Source: an optimization exercise on an open RTL-to-GDS flow (aim: small area, a short achievable clock period and few clock cycles per item). Production flows keep margins and buffers that such runs may drop. Only simulation tests tie the RTL to the original design; equivalence was not proved. Power and IR drop assume default switching activity. The clock port is modelled as an ideal driver; clocking choices that lean on that would not hold on a real chip.

--- design/flow/design.v ---
package gaussian_pyramid_pkg;
  localparam int NORM_SHIFT = 4;
endpackage
import gaussian_pyramid_pkg::*;
module blur_free
#(
  parameter int W = 64,
  parameter int BIT_DEPTH = 8
) (
  input  logic                 clk,
  input  logic [BIT_DEPTH-1:0] in_pixel,
  input  logic                 border,
  output logic [BIT_DEPTH-1:0] out_pixel,
  output logic [BIT_DEPTH-1:0] out_copy,
  output logic [BIT_DEPTH-1:0] out_centre
);
  localparam int VW = BIT_DEPTH + 2;
  localparam int SW = BIT_DEPTH + 4;
  logic [W-1:0][BIT_DEPTH-1:0] sra, srb;
  logic [VW-1:0] va, vb, vc;
  logic [BIT_DEPTH-1:0] ca, cb, res;
  logic [SW-1:0] h;
  assign h = SW'(vc) + (SW'(vb) << 1) + SW'(va);
  assign res = border ? cb : h[SW-1:NORM_SHIFT];
  always_ff @(posedge clk) begin
    sra <= {sra[W-2:0], in_pixel};
    srb <= {srb[W-2:0], sra[W-1]};
    va <= VW'(srb[W-1]) + (VW'(sra[W-1]) << 1) + VW'(in_pixel);
    vb <= va;
    vc <= vb;
    ca <= sra[W-1];
    cb <= ca;
    out_pixel <= res;
    out_copy <= res;
    out_centre <= cb;
  end
endmodule
module line_ring
#(
  parameter int L = 64,
  parameter int BIT_DEPTH = 8,
  parameter bit AHEAD = 1'b0
) (
  input  logic                   clk,
  input  logic                   we0,
  input  logic [BIT_DEPTH-1:0]   d0,
  input  logic                   we1,
  input  logic [BIT_DEPTH-1:0]   d1,
  output logic [BIT_DEPTH-1:0]   q1,
  output logic [BIT_DEPTH-1:0]   q2,
  output logic [BIT_DEPTH+1:0]   r
);
  logic [L-1:0][BIT_DEPTH-1:0] s;
  assign q1 = s[L-1];
  assign q2 = s[L-2];
  always_ff @(posedge clk)
    s <= {s[L-2:0], we0 ? d0 : we1 ? d1 : s[L-1]};
  if (AHEAD) begin : g_ahead
    always_ff @(posedge clk)
      r <= (BIT_DEPTH + 2)'(s[L-3]) + ((BIT_DEPTH + 2)'(s[L-2]) << 1);
  end else begin : g_now
    assign r = (BIT_DEPTH + 2)'(q2) + ((BIT_DEPTH + 2)'(q1) << 1);
  end
endmodule
module blur_ring
#(
  parameter int W = 32,
  parameter int H = 32,
  parameter int BIT_DEPTH = 8,
  parameter bit FINAL = 1'b0
) (
  input  logic                       clk,
  input  logic                       rst_n,
  input  logic                       clr,
  input  logic                       ev,
  input  logic                       go,
  input  logic [BIT_DEPTH-1:0]       in_pixel,
  input  logic [BIT_DEPTH-1:0]       ring_q1,
  input  logic [BIT_DEPTH+1:0]       ring_r,
  output logic                       ring_we,
  output logic [BIT_DEPTH-1:0]       ring_d,
  output logic                       out_valid,
  output logic                       out_valid_int,
  output logic                       out_keep,
  output logic                       out_keep_int,
  output logic [$clog2(W*H)-1:0]     out_addr,
  output logic [BIT_DEPTH-1:0]       out_pixel,
  output logic [BIT_DEPTH-1:0]       out_pixel_int,
  output logic [BIT_DEPTH-1:0]       out_centre
);
  localparam int AW = $clog2(W * H);
  localparam int LW = $clog2(W);
  localparam int VW = BIT_DEPTH + 2;
  localparam int SW = BIT_DEPTH + 4;
  logic [AW-1:0] cnt;
  logic [VW-1:0] va, vb, vc;
  logic [BIT_DEPTH-1:0] ca, cb, xd, res, cen;
  logic [SW-1:0] h;
  logic ev_d, emit, emit_d, border, copy_d, left_d, wr_d, keep;
  assign emit = ev && go;
  assign h = SW'(vc) + (SW'(vb) << 1) + SW'(va);
  assign border = cnt[AW-1:LW] == '0 || &cnt[AW-1:LW] || cnt[LW-1:0] == '0 || &cnt[LW-1:0];
  assign ring_we = ev || ev_d;
  assign ring_d = ev ? in_pixel : ca;
  assign wr_d = emit_d || copy_d || left_d;
  assign keep = (emit_d || left_d) && !cnt[LW] && !cnt[0];
  always_comb begin
    if (emit_d) begin
      res = border ? cb : h[SW-1:NORM_SHIFT];
      cen = cb;
    end else if (copy_d) begin
      res = xd;
      cen = xd;
    end else begin
      res = ca;
      cen = ca;
    end
  end
  always_ff @(posedge clk) begin
    if (ev) begin
      va <= ring_r + VW'(in_pixel);
      vb <= va;
      vc <= vb;
      ca <= ring_q1;
      cb <= ca;
      xd <= in_pixel;
    end
    out_pixel <= res;
    out_pixel_int <= res;
    out_centre <= cen;
    out_addr <= copy_d ? {cnt[AW-1:LW] + 1'b1, cnt[LW-1:0]} : cnt;
  end
  always_ff @(posedge clk or negedge rst_n) begin
    if (!rst_n) begin
      cnt <= '0;
      ev_d <= 1'b0;
      emit_d <= 1'b0;
      copy_d <= 1'b0;
      left_d <= 1'b0;
      out_valid <= 1'b0;
      out_valid_int <= 1'b0;
      out_keep <= 1'b0;
      out_keep_int <= 1'b0;
    end else begin
      cnt <= clr ? '0 : (emit_d || left_d) ? cnt + 1'b1 : cnt;
      ev_d <= ev && !clr;
      emit_d <= emit && !clr;
      copy_d <= FINAL && emit_d && !clr && cnt >= AW'(W * (H - 2) - 1);
      left_d <= FINAL && copy_d && !clr && cnt == AW'(W * (H - 1) - 1);
      out_valid <= wr_d;
      out_valid_int <= wr_d;
      out_keep <= keep;
      out_keep_int <= keep;
    end
  end
endmodule
import gaussian_pyramid_pkg::*;
module gaussian_pyramid_core
#(
  parameter int BIT_DEPTH = 8,
  parameter int TOP_WIDTH = 64,
  parameter int TOP_HEIGHT = 64,
  parameter int READ_LATENCY = 2,
  localparam int A1 = $clog2(TOP_WIDTH * TOP_HEIGHT),
  localparam int A2 = $clog2((TOP_WIDTH >> 1) * (TOP_HEIGHT >> 1)),
  localparam int A3 = $clog2((TOP_WIDTH >> 2) * (TOP_HEIGHT >> 2))
) (
  input  logic                 clk_in,
  input  logic                 rst_in,
  input  logic                 start_in,
  output logic [A1-1:0]        ext_read_addr,
  output logic                 ext_read_addr_valid,
  input  logic [BIT_DEPTH-1:0] ext_pixel_in,
  output logic [A1-1:0]        O1L1_write_addr, O1L2_write_addr, O1L3_write_addr,
  output logic                 O1L1_write_valid, O1L2_write_valid, O1L3_write_valid,
  output logic [BIT_DEPTH-1:0] O1L1_pixel_out, O1L2_pixel_out, O1L3_pixel_out,
  output logic [A2-1:0]        O2L1_write_addr, O2L2_write_addr, O2L3_write_addr,
  output logic                 O2L1_write_valid, O2L2_write_valid, O2L3_write_valid,
  output logic [BIT_DEPTH-1:0] O2L1_pixel_out, O2L2_pixel_out, O2L3_pixel_out,
  output logic [A3-1:0]        O3L1_write_addr, O3L2_write_addr, O3L3_write_addr,
  output logic                 O3L1_write_valid, O3L2_write_valid, O3L3_write_valid,
  output logic [BIT_DEPTH-1:0] O3L1_pixel_out, O3L2_pixel_out, O3L3_pixel_out,
  output logic                 pyramid_done
);
  localparam int W2 = TOP_WIDTH >> 1;
  localparam int H2 = TOP_HEIGHT >> 1;
  localparam int W3 = TOP_WIDTH >> 2;
  localparam int H3 = TOP_HEIGHT >> 2;
  localparam int LW1 = $clog2(TOP_WIDTH);
  localparam int LW2 = $clog2(W2);
  localparam int LW3 = $clog2(W3);
  localparam int N1 = TOP_WIDTH * TOP_HEIGHT;
  localparam int CW = A1 + 1;
  localparam int LAT1 = READ_LATENCY + 1 + TOP_WIDTH + 2;
  localparam int LAT2 = LAT1 + TOP_WIDTH + 3;
  localparam int LAG = LAT2 - LAT1;
  localparam int DONE_AT = N1 + 78;
  localparam int FL21 = N1 - 64;
  localparam int FL31 = N1 + 8;
  localparam int GO21 = 2 * TOP_WIDTH + 3;
  localparam int GO22 = GO21 + 2 * TOP_WIDTH + 4;
  localparam int GO31 = GO21 + 6 * TOP_WIDTH + 10;
  localparam int GO32 = GO21 + 10 * TOP_WIDTH + 16;
  logic start, busy, rd_en, o2v1_int;
  logic [BIT_DEPTH-1:0] px;
  logic [CW-1:0] b1, b2;   
  logic brd1, brd2, v23, o2l1;
  logic [A1-1:0] a11, a23;
  always_ff @(posedge clk_in or negedge rst_in) begin
    if (!rst_in) begin
      busy <= 1'b0;
      rd_en <= 1'b0;
      ext_read_addr_valid <= 1'b0;
      ext_read_addr <= '0;
      O1L1_write_valid <= 1'b0;
      b2 <= '0;
      v23 <= 1'b0;
      O2L1_write_valid <= 1'b0;
      o2v1_int <= 1'b0;
      pyramid_done <= 1'b0;
    end else begin
      if (start) begin
        busy <= 1'b1;
        rd_en <= 1'b1;
        ext_read_addr_valid <= 1'b1;
        ext_read_addr <= '0;
        b2 <= CW'(-LAT2);
      end else begin
        if (b2 == CW'(DONE_AT + 1)) busy <= 1'b0;
        if (&ext_read_addr) begin
          rd_en <= 1'b0;
          ext_read_addr_valid <= 1'b0;
        end
        if (rd_en) ext_read_addr <= ext_read_addr + 1'b1;
        if (busy) b2 <= b2 + 1'b1;
      end
      O1L1_write_valid <= busy && !b1[CW-1];
      v23 <= busy && !b2[CW-1];
      O2L1_write_valid <= o2l1;
      o2v1_int <= o2l1;
      pyramid_done <= busy && b2 == CW'(DONE_AT);
    end
  end
  always_ff @(posedge clk_in) begin
    px <= ext_pixel_in;
    a11 <= b1[A1-1:0];
    a23 <= b2[A1-1:0];
  end
  assign start = start_in && !busy;
  assign b1 = b2 + CW'(LAG);
  assign o2l1 = busy && !b2[CW-1] && !b2[LW1] && !b2[0];
  assign brd1 = b1[A1-1:LW1] == '0 || &b1[A1-1:LW1] || b1[LW1-1:0] == '0 || &b1[LW1-1:0];
  assign brd2 = b2[A1-1:LW1] == '0 || &b2[A1-1:LW1] || b2[LW1-1:0] == '0 || &b2[LW1-1:0];
  assign O1L1_write_addr = a11;
  logic [BIT_DEPTH-1:0] l2, l3_int;
  blur_free #(.W(TOP_WIDTH), .BIT_DEPTH(BIT_DEPTH)) u_b11 (
    .clk(clk_in), .in_pixel(px), .border(brd1), .out_pixel(), .out_copy(l2), .out_centre(O1L1_pixel_out));
  blur_free #(.W(TOP_WIDTH), .BIT_DEPTH(BIT_DEPTH)) u_b12 (
    .clk(clk_in), .in_pixel(l2), .border(brd2), .out_pixel(O1L3_pixel_out), .out_copy(l3_int),
    .out_centre(O1L2_pixel_out));
  assign O1L2_write_valid = v23;
  assign O1L3_write_valid = v23;
  assign O1L2_write_addr = a23;
  assign O1L3_write_addr = a23;
  assign O2L1_write_addr = {a23[A1-1:LW1+1], a23[LW1-1:1]};
  assign O2L1_pixel_out = O1L3_pixel_out;
  logic f21, f31;
  logic ev21, ev22, ev31, ev32;
  logic o2v, o3v, o3k_int;
  logic [BIT_DEPTH-1:0] o2p1, o3p1, o2p2;
  logic r21we, r22we, r31we, r32we;
  logic [BIT_DEPTH-1:0] r21d, r22d, r31d, r32d, r21q1, r22q1, r3q1;
  logic [BIT_DEPTH+1:0] r21r, r22r, r3r;
  always_ff @(posedge clk_in or negedge rst_in) begin
    if (!rst_in) begin
      f21 <= 1'b0;
      f31 <= 1'b0;
    end else begin
      f21 <= busy && b2 >= CW'(FL21) && b2 <= CW'(FL21 + 2 * W2) && b2[0] == FL21[0];
      f31 <= busy && b2 >= CW'(FL31) && b2 <= CW'(FL31 + 4 * W3) && b2[1:0] == FL31[1:0];
    end
  end
  assign ev21 = o2v1_int || f21;
  assign ev22 = o2v;
  assign ev31 = o3k_int || f31;
  assign ev32 = o3v;
  line_ring #(.L(TOP_WIDTH), .BIT_DEPTH(BIT_DEPTH)) u_r21 (
    .clk(clk_in), .we0(r21we), .d0(r21d), .we1(1'b0), .d1(r21d), .q1(r21q1), .q2(), .r(r21r));
  line_ring #(.L(TOP_WIDTH), .BIT_DEPTH(BIT_DEPTH)) u_r22 (
    .clk(clk_in), .we0(r22we), .d0(r22d), .we1(1'b0), .d1(r22d), .q1(r22q1), .q2(), .r(r22r));
  line_ring #(.L(TOP_WIDTH), .BIT_DEPTH(BIT_DEPTH)) u_r3 (
    .clk(clk_in), .we0(r31we), .d0(r31d), .we1(r32we), .d1(r32d), .q1(r3q1), .q2(), .r(r3r));
  blur_ring #(.W(W2), .H(H2), .BIT_DEPTH(BIT_DEPTH)) u_b21 (
    .clk(clk_in), .rst_n(rst_in), .clr(start), .ev(ev21), .go(b2 >= CW'(GO21)), .in_pixel(l3_int),
    .ring_q1(r21q1), .ring_r(r21r), .ring_we(r21we), .ring_d(r21d),
    .out_valid(), .out_valid_int(o2v), .out_keep(), .out_keep_int(), .out_addr(),
    .out_pixel(), .out_pixel_int(o2p1), .out_centre());
  blur_ring #(.W(W2), .H(H2), .BIT_DEPTH(BIT_DEPTH), .FINAL(1'b1)) u_b22 (
    .clk(clk_in), .rst_n(rst_in), .clr(start), .ev(ev22), .go(b2 >= CW'(GO22)), .in_pixel(o2p1),
    .ring_q1(r22q1), .ring_r(r22r), .ring_we(r22we), .ring_d(r22d),
    .out_valid(O2L3_write_valid), .out_valid_int(), .out_keep(O3L1_write_valid), .out_keep_int(o3k_int),
    .out_addr(O2L3_write_addr), .out_pixel(O2L3_pixel_out), .out_pixel_int(o2p2),
    .out_centre(O2L2_pixel_out));
  assign O2L2_write_valid = O2L3_write_valid;
  assign O2L2_write_addr = O2L3_write_addr;
  assign O3L1_write_addr = {O2L3_write_addr[A2-1:LW2+1], O2L3_write_addr[LW2-1:1]};
  assign O3L1_pixel_out = O2L3_pixel_out;
  blur_ring #(.W(W3), .H(H3), .BIT_DEPTH(BIT_DEPTH)) u_b31 (
    .clk(clk_in), .rst_n(rst_in), .clr(start), .ev(ev31), .go(b2 >= CW'(GO31)), .in_pixel(o2p2),
    .ring_q1(r3q1), .ring_r(r3r), .ring_we(r31we), .ring_d(r31d),
    .out_valid(), .out_valid_int(o3v), .out_keep(), .out_keep_int(), .out_addr(),
    .out_pixel(), .out_pixel_int(o3p1), .out_centre());
  blur_ring #(.W(W3), .H(H3), .BIT_DEPTH(BIT_DEPTH), .FINAL(1'b1)) u_b32 (
    .clk(clk_in), .rst_n(rst_in), .clr(start), .ev(ev32), .go(b2 >= CW'(GO32)), .in_pixel(o3p1),
    .ring_q1(r3q1), .ring_r(r3r), .ring_we(r32we), .ring_d(r32d),
    .out_valid(O3L3_write_valid), .out_valid_int(), .out_keep(), .out_keep_int(),
    .out_addr(O3L3_write_addr), .out_pixel(O3L3_pixel_out), .out_pixel_int(),
    .out_centre(O3L2_pixel_out));
  assign O3L2_write_valid = O3L3_write_valid;
  assign O3L2_write_addr = O3L3_write_addr;
endmodule
--- design/flow/flow/run.sh ---
#!/bin/bash
# Standard layout with buf_4 port buffers, timing repair aiming at 6.5 ns of setup slack
# (a 3.5 ns period) while the constraints stay at the design's 10 ns clock, and larger
# clock-tree sink clusters.
export BUFFER_PORTS_ARGS="-buffer_cell sky130_fd_sc_hd__buf_4"
export SETUP_SLACK_MARGIN=6.5
export CTS_ARGS="-sink_clustering_enable -repair_clock_nets -sink_clustering_size 29 -sink_clustering_max_diameter 96 -dont_use_dummy_load"
bash standard.sh > standard.log 2>&1
--- design/flow/standard.sh ---
#!/bin/bash
# synth_recipe.tcl (not shown) runs the flow's synth.tcl, then flattens the netlist and writes it again
# the make line also repeats each setting of config.mk as NAME=value (left out here)
make -C /OpenROAD-flow-scripts/flow DESIGN_CONFIG=/design/flow/config.mk WORK_HOME=/design/flow/orfs CLKGATE_MAP_FILE= SYNTH_SCRIPT=/design/flow/synth_recipe.tcl "${@:-finish}"
--- design/flow/config.mk ---
export PLATFORM = sky130hd
export DESIGN_NAME = gaussian_pyramid_core
export DESIGN_NICKNAME = gaussian_pyramid_core
export VERILOG_FILES = /design/flow/design.v
export SDC_FILE = /design/flow/constraint.sdc
export NUM_CORES = 4
export LEC_CHECK = 0
export CAP_MARGIN = 20
export CORE_MARGIN = 2
export CORE_UTILIZATION = 40
export SLEW_MARGIN = 20
--- design/flow/constraint.sdc ---
create_clock -name core_clock -period 10.0 [get_ports {clk_in}]
set_input_delay 2.0000 -clock core_clock [delete_from_list [all_inputs] [get_ports {clk_in}]]
set_output_delay 2.0000 -clock core_clock [all_outputs]
set_load 0.01 [all_outputs]
==> results of run 1 <==
## kinds of logic (layout without fill, tap and decap cells)
logic type / Yosys count / count (layout)
muxes: 54 / 54
other: 0 / 4
DFF: 4044 / 4044
adders and majority gates: 224 / 224
and+or+nand+nor: 413 / 413
AOI/OAI and AO/OA: 350 / 350
buffers and inverters: 282 / 510
xor gates and xnor gates: 134 / 134
## cell type report
class                      instances  area [um2]
multi-input combinational       1175        9340
inverter                         139         524
fill                           20500      132000
clock buffer                     163        4080
sequential                      4044       83400
timing repair buffer             208        1600
antenna                            4        10.0
tap                             3150        3940
## flip-flops by register name, indices dropped and copies added, names as in the netlist, 12 cells and up
name and cells:
b2 13, a11 12, u_r22.s 512, u_b12.srb 512, ext_read_addr 12, u_r3.s 512, a23 12, u_b11.sra 512
u_b11.srb 512, u_b12.sra 512, u_r21.s 512
## layer usage
| metal | share of wire [%] | vias up | global-route usage, % |
|---|---|---|---|
| met2 | 41 | 473 | 14.6 |
| li1 | - | 17800 | - |
| met4 | 2.8 | 0 | 3.49 |
| met1 | 52 | 16800 | 14.8 |
| met5 | 0 | - | 0 |
| met3 | 4.3 | 212 | 2.03 |
## cells in the mapped netlist, types with 6 or more instances
master | n | area [um2]
a211oi_1 | 24 | 180
a21boi_0 | 8 | 60.1
a21o_1 | 29 | 218
a21oi_1 | 125 | 626
a31oi_1 | 13 | 81.3
and3_1 | 15 | 93.8
buf_1 | 10 | 37.5
buf_2 | 9 | 45.0
buf_4 | 83 | 623
clkbuf_1 | 39 | 146
dfrtp_1 | 86 | 2150
dfxtp_1 | 3758 | 75200
edfxtp_1 | 200 | 6010
fa_1 | 89 | 1780
ha_1 | 135 | 1690
inv_1 | 139 | 522
mux2_2 | 8 | 90.1
mux2i_1 | 46 | 460
nand2_1 | 97 | 364
nand2b_1 | 11 | 68.8
nand3_1 | 19 | 95.1
nand4_1 | 20 | 125
nor2_1 | 148 | 556
nor2b_1 | 31 | 194
nor3_1 | 24 | 120
nor4_1 | 6 | 37.5
o21a_1 | 9 | 67.6
o21ai_0 | 95 | 475
o21bai_1 | 9 | 67.6
or3_1 | 10 | 62.6
xnor2_1 | 72 | 631
xor2_1 | 62 | 543
## layout by cell type, fill, tap and decap left out, drive strengths merged, types with 6 or more instances in the layout
master,netlist,final
mux2i,46,46
and3,15,15
fa,89,89
or3,10,10
xor2,62,62
nor2,149,149
a31oi,13,13
nand4,21,21
a21o,29,29
a211oi,24,24
edfxtp,200,200
nor3,26,26
or2,6,6
dfrtp,86,86
nor4,6,6
dfxtp,3758,3758
o21bai,9,9
buf,102,208
nand2b,11,11
nor2b,31,31
mux2,8,8
clkbuf,41,163
ha,135,135
a21boi,8,8
o21ai,95,95
inv,139,139
xnor2,72,72
nand2,97,97
nand3,19,19
a21oi,126,126
o21a,9,9
## worst paths after layout
check,to,slack (ns),cells after the start
max reg2reg,u_b12.out_pixel[6],6.88,11
max,O1L1_pixel_out[4],6.58,1
min,u_b11.srb[235],0.26,0
min reg2reg,u_b11.srb[235],0.26,0
max in group asynchronous,u_b21.out_valid_int,7.70,2
min in group asynchronous,v23,1.13,1
## repair_timing
| action | 4_1_cts | 5_1_grt |
|---|---|---|
| endpoints found under the setup margin | 50 | 10 |
| hold buffers | 0 | 0 |
| resized for setup | 38 | 0 |
| buffers inserted | 3 | 1 |
| pin swaps | 0 | 1 |
## stage by stage
| stage | cell area (um2) | util, % | hold slack, ns | worst slack (ns) | instances |
|---|---|---|---|---|---|
| 6_report | 103000 | 43.9 | 0.265 | 6.58 | 8883 |
| 4_1_cts | 103000 | 43.9 | 0.273 | 6.47 | 8878 |
| 5_1_grt | 103000 | 43.9 | 0.274 | 6.48 | 8880 |
| 3_5_place_dp | 98700 | 42.1 | 0.312 | 6.48 | 8712 |
| 2_1_floorplan | 94100 | - | 0.310 | 7.02 | 5501 |
| 3_3_place_gp | 98700 | 42.1 | 0.310 | 6.42 | 8712 |
## power groups by stage
stage / Combinational (uW) / Sequential (uW) / Clock (uW)
after global placement: 1910 / 19100 / 0
after detailed placement: 1940 / 19100 / 0
after CTS: 1960 / 18800 / 7570
after global routing: 2190 / 18900 / 8130
after floorplan: 1340 / 18800 / 0
final: 1930 / 18700 / 7260
==> notes.md, run 1 <==
CTS tree=done; internal power=21,800 uW; f_max=0.292 GHz; DP HPWL=72,600 um; Via-to-Cell Ratio=3.97; largest net degree at the start of global routing=71; ys async rst share=2.13%; Yosys warning count=7; Leak=0.0414 uW; crit path time final=3.42 ns; number of nets in the layout=5,966; total gr overflow=0; clock sinks=4,044; row count=178; status=no timing/DRC/antenna violations; Global Route Usage Sum=10.0%; Mapped Cells=5,501; multiplexer share of the synthesized area=0.585%; Sw Pwr=6140 uW; Crit Path Max Fanout=2; largest family of logic cells by synthesized area=adder cells; CP max-delay cell=dfxtp_1; Worst Path Required=8.00 ns; later-pin clock latency in the skew report=0.82 ns; antenna violations before repair=10; Reg power frac=67.1%; critical-path cell list=buf_4; Fin Clk Skew=0.0918 ns; share of cells above drive strength 1=7.44%; first-pass GRT wire length=191,000 um; CTS Buf Count=163; initial drt markers=1,746; Final Hold Vio Count=0; DRC errors left=0; Final Max Tran Viols=0; first drt pass iteration count=5; Core ar.=235,000 um2; Finish-stage setup viols=0; RSZ-0062 raised after global routing=yes; worst hold path class=reg -> reg; critical path's top delay family=flip-flops; Comb pwr share=6.9%; Least-Margin Pin Slew=0.955 ns; max-cap violations=0; RD Place Congestion=0.754; Slew HR=36.4%; Starting Density=40.1%; kind of critical path=reg -> out; post-synthesis adder-cell area fraction=3.69%; post-synthesis register bit count=4,044; fin crit share=34.2%; area grow syn2layout=9.40%; register area share after synthesis=88.6%; Post-synth EDFFs=200; syn_area_per_cell=17.1 um2; vias in the first global route=35,100; vias=35,200; PwrDens=271 nW/um2; antenna-violating nets left=0; worst stage delay on the critical path=0.44 ns; Post-Synth Simple-Gate Area=2.11%; XOR/XNOR Fraction of Synth Area=1.25%; worst setup path startpoint=u_b11.srb[20]; switching part of the total power=22.0%; number of buffers added on ports=195; Die W=489 um; final WL=119,000 um; Syn Std Cell Area=94,100 um2; post-synthesis compound-gate area fraction=2.27%; CTS max path bufs=3; root buf cell=clkbuf_16; PnR Total Power=27,900 uW; H-Tree Depth=4; Die Span Y=489 um; Data arrival, critical path=1.42 ns; crit end category=primary output; CP Buf/Inv Count=1; Clock Power Share=26.0%; top_reg_cell synth=dfxtp_1; Post-Syn Nets=5,736; wire per inst=13.4 um; Post-Route Setup TNS=0 ns; VDD IR-drop max=174 uV; worst flop-to-flop path startpoint=u_b12.vc[2]; num ports=196; CP Launch Type=flip-flop; full die area=239,000 um2; Clock transition at path regs=0.10 ns; HP Start=u_b11.srb[227]; Netlist cell types=73
Testbench counts, summed over its fixed seeds: cycles 138,016, frames 32.
==> run 2: changes to the inputs <==
==> design/flow/flow/run.sh (replaced) <==
#!/bin/bash
# Standard layout with buf_4 port buffers, timing repair aiming at 6.5 ns of setup slack
# (a 3.5 ns period) while the constraints stay at the design's 10 ns clock, and larger
# clock-tree sink clusters.
export BUFFER_PORTS_ARGS="-buffer_cell sky130_fd_sc_hd__buf_4"
export SETUP_SLACK_MARGIN=6.5
export CTS_ARGS="-sink_clustering_enable -repair_clock_nets -sink_clustering_size 32 -sink_clustering_max_diameter 90 -dont_use_dummy_load"
bash standard.sh > standard.log 2>&1
==> run 2 against run 1 <==
Effect of this change:
- clock skew grew 0.018 ns
- clock power shrank 2%
- cell count shrank 0.11%
- register-to-register slack is essentially flat
- utilization shrank 0.10 points
- still clean
- wire length is essentially flat
- design area shrank 0.23%
==> notes.md, run 2 <==
status=no timing/DRC/antenna violations; Starting Density=40.1%; crit end category=primary output; share of cells above drive strength 1=7.24%; Worst Path Required=8.00 ns; worst hold path class=reg -> reg; Netlist cell types=73; num ports=196; post-synthesis register bit count=4,044; area grow syn2layout=9.15%; Syn Std Cell Area=94,100 um2; most common cell after layout, fill and taps aside=dfxtp_1; total gr overflow=0; CP max-delay cell=dfxtp_1; Least-Margin Pin Slew=0.927 ns; most used routing layer=met1; placed cell count=8,712; CTS max path bufs=3; Post-Syn Nets=5,736; ys async rst share=2.13%; antenna violations before repair=10; Global Route Usage Sum=9.97%; H-Tree Depth=4; top cell type by total area after synthesis=dfxtp_1; worst stage delay on the critical path=0.44 ns; fin crit share=34.1%; Synth area leaders=dfxtp_1 (80%), edfxtp_1 (6.4%), dfrtp_1 (2.3%), fa_1 (1.9%), ha_1 (1.8%); crit path time final=3.41 ns; hold path endpoint=u_b11.sra[61]; Via-to-Cell Ratio=3.97; worst r2r dst=u_b32.va[9]; DRC errors left=0; largest net degree at the start of global routing=71; DP HPWL=72,600 um; count leader, synth=dfxtp_1; CP Launch Type=flip-flop; commonest cells after routing, fill and taps aside=dfxtp_1 (3,739), buf_4 (203), edfxtp_1 (200), clkbuf_16 (154), nor2_1 (148); GRT met2 Usage=14.5%; RD Place Congestion=0.754; syn_area_per_cell=17.1 um2; root buf cell=clkbuf_16; first-pass GRT wire length=190,000 um; Final Hold Vio Count=0; first drt pass iteration count=5; CTS tree=done; vias=35,200; max-cap violations=0; RSZ-0062 raised after global routing=no; Leak=0.0413 uW; Synth top area share=80.0%; vias in the first global route=35,100; Mapped Cells=5,501; antenna-violating nets left=0; register area share after synthesis=88.6%; Die Span Y=489 um; Final Max Tran Viols=0; grt met1 use=14.8%; Core ar.=235,000 um2; kind of critical path=reg -> out; row count=178; number of buffers added on ports=195; fin cells=8,873; full die area=239,000 um2; Post-Route Setup TNS=0 ns; multi-input logic area=9340 um2; FF/Latch Area=83,400 um2; final WL=119,000 um; Die W=489 um; Yosys warning count=7; later-pin clock latency in the skew report=0.82 ns; Worst Hold Depth=0; wire per inst=13.4 um; worst flop-to-flop path startpoint=u_r3.s[504]; CP Buf/Inv Count=1; Clock transition at path regs=0.11 ns; Post-synth EDFFs=200; critical path's top delay family=flip-flops; r2r setup slk=6.88 ns; VDD IR-drop max=170 uV; Fin Clk Skew=0.109 ns; reg2reg path depth=13; top_reg_cell synth=dfxtp_1; Crit Path Max Fanout=2; CTS Buf Count=154; f_max=0.293 GHz; number of nets in the layout=5,957; Finish-stage setup viols=0; # fillers=20,500; GR Util met3=2.09%; critical-path cell list=buf_4; Post-synth top cells=dfxtp_1 (3,758), edfxtp_1 (200), nor2_1 (148); clock sinks=4,044; Data arrival, critical path=1.41 ns; worst setup path startpoint=u_b11.srb[20]; initial drt markers=1,866; PwrDens=270 nW/um2; Slew HR=38.2%; HP Start=u_b11.sra[53]
run 2: changes by cell type in the layout (fill, tap and decap cells not counted), sizes merged:
cell,before,now
clkbuf,163,154
diode,4,3
run 2: cell families after synthesis:
| group | count (synthesis) | share of synthesized area (%) |
|---|---|---|
| flops | 4044 | 88.6 |
| simple gates | 413 | 2.11 |
| compound gates | 350 | 2.27 |
| buf+inv | 282 | 1.47 |
| fa+ha+maj | 224 | 3.69 |
| xor+xnor | 134 | 1.25 |
| mux | 54 | 0.585 |
run 2: layout make-up:
type | count | area share, %
tap | 3150 | 3.84
timing repair buffer | 208 | 1.55
antenna | 3 | 0.00731
clock buffer | 154 | 3.75
multi-input combinational | 1175 | 9.09
sequential | 4044 | 81.3
inverter | 139 | 0.510
run 2: through the flow:
stage	instance area (um2)	setup WS, ns	total power [uW]	utilization [%]	hold slack (ns)
6_report	103000	6.59	27700	43.8	0.256
5_1_grt	103000	6.50	29100	43.8	0.248
4_1_cts	103000	6.48	28100	43.8	0.257
3_5_place_dp	98700	6.48	21000	42.1	0.312
3_3_place_gp	98700	6.42	21000	42.1	0.310
2_1_floorplan	94100	7.02	20100	-	0.310
run 2: worst max-delay path by stage:
stage | to | slack, ns | depth (start not counted)
3_3_place_gp | u_b22.cnt[9] | 6.42 | 6
5_1_grt | O1L3_write_valid | 6.50 | 1
2_1_floorplan | ext_read_addr[0] | 7.02 | 4
3_5_place_dp | u_b22.cnt[9] | 6.48 | 6
6_report | O1L1_pixel_out[4] | 6.59 | 1
4_1_cts | O1L3_write_valid | 6.48 | 1
run 2: report_power, final:
part,internal (uW),total [uW],switching [uW]
Combinational,879,1920,1040
Clock,2780,7090,4310
Sequential,18000,18700,777
run 2: per-layer routing:
metal,wire [um],vias to the layer above
met5,0,-
met4,3360,0
met3,5240,196
met2,47900,490
met1,62300,16700
li1,-,17800
run 2: what timing repair did:
| action | CTS | global route |
|---|---|---|
| resized for setup | 32 | 2 |
| hold buffers | 0 | 0 |
| pin swaps | 0 | 1 |
| setup buffers | 0 | 4 |
| endpoints found under the setup margin | 39 | 12 |

[port drivers added, routing unchanged]
The results above use ideal ports. As a check the final layouts listed here were re-extracted and re-timed, cells and wires unchanged. Step 1 (the two cells are an assumption about what drives the block):
set clk [get_ports {clk_in}]
set_driving_cell -lib_cell sky130_fd_sc_hd__clkbuf_16 $clk
set_driving_cell -lib_cell sky130_fd_sc_hd__buf_2 [delete_from_list [all_inputs] $clk]
Step 2 times the ports against the registers' clock, not the clock port: input delays grow and output delays shrink by t, the midpoint of the rising clock arrivals with the driver on. Three values: ideal ports, drivers, drivers and shift; two values: the first two.
run | shift t [ns] | slack for setup (ns) | worst setup path after step 2 | latest minus earliest clock arrival (ns) | cell pins on the clock port's net
run 1 | 0.860 | 6.576 / 6.491 / 6.395 | input to register | 0.105 / 0.104 | 1
run 2 | 0.848 | 6.586 / 6.502 / 6.382 | input to register | 0.115 / 0.115 | 1
After both steps every run listed still meets setup and hold. The setup slack of run 2, which loses most, moves by -0.084 ns with the drivers and by -0.204 ns with both steps.
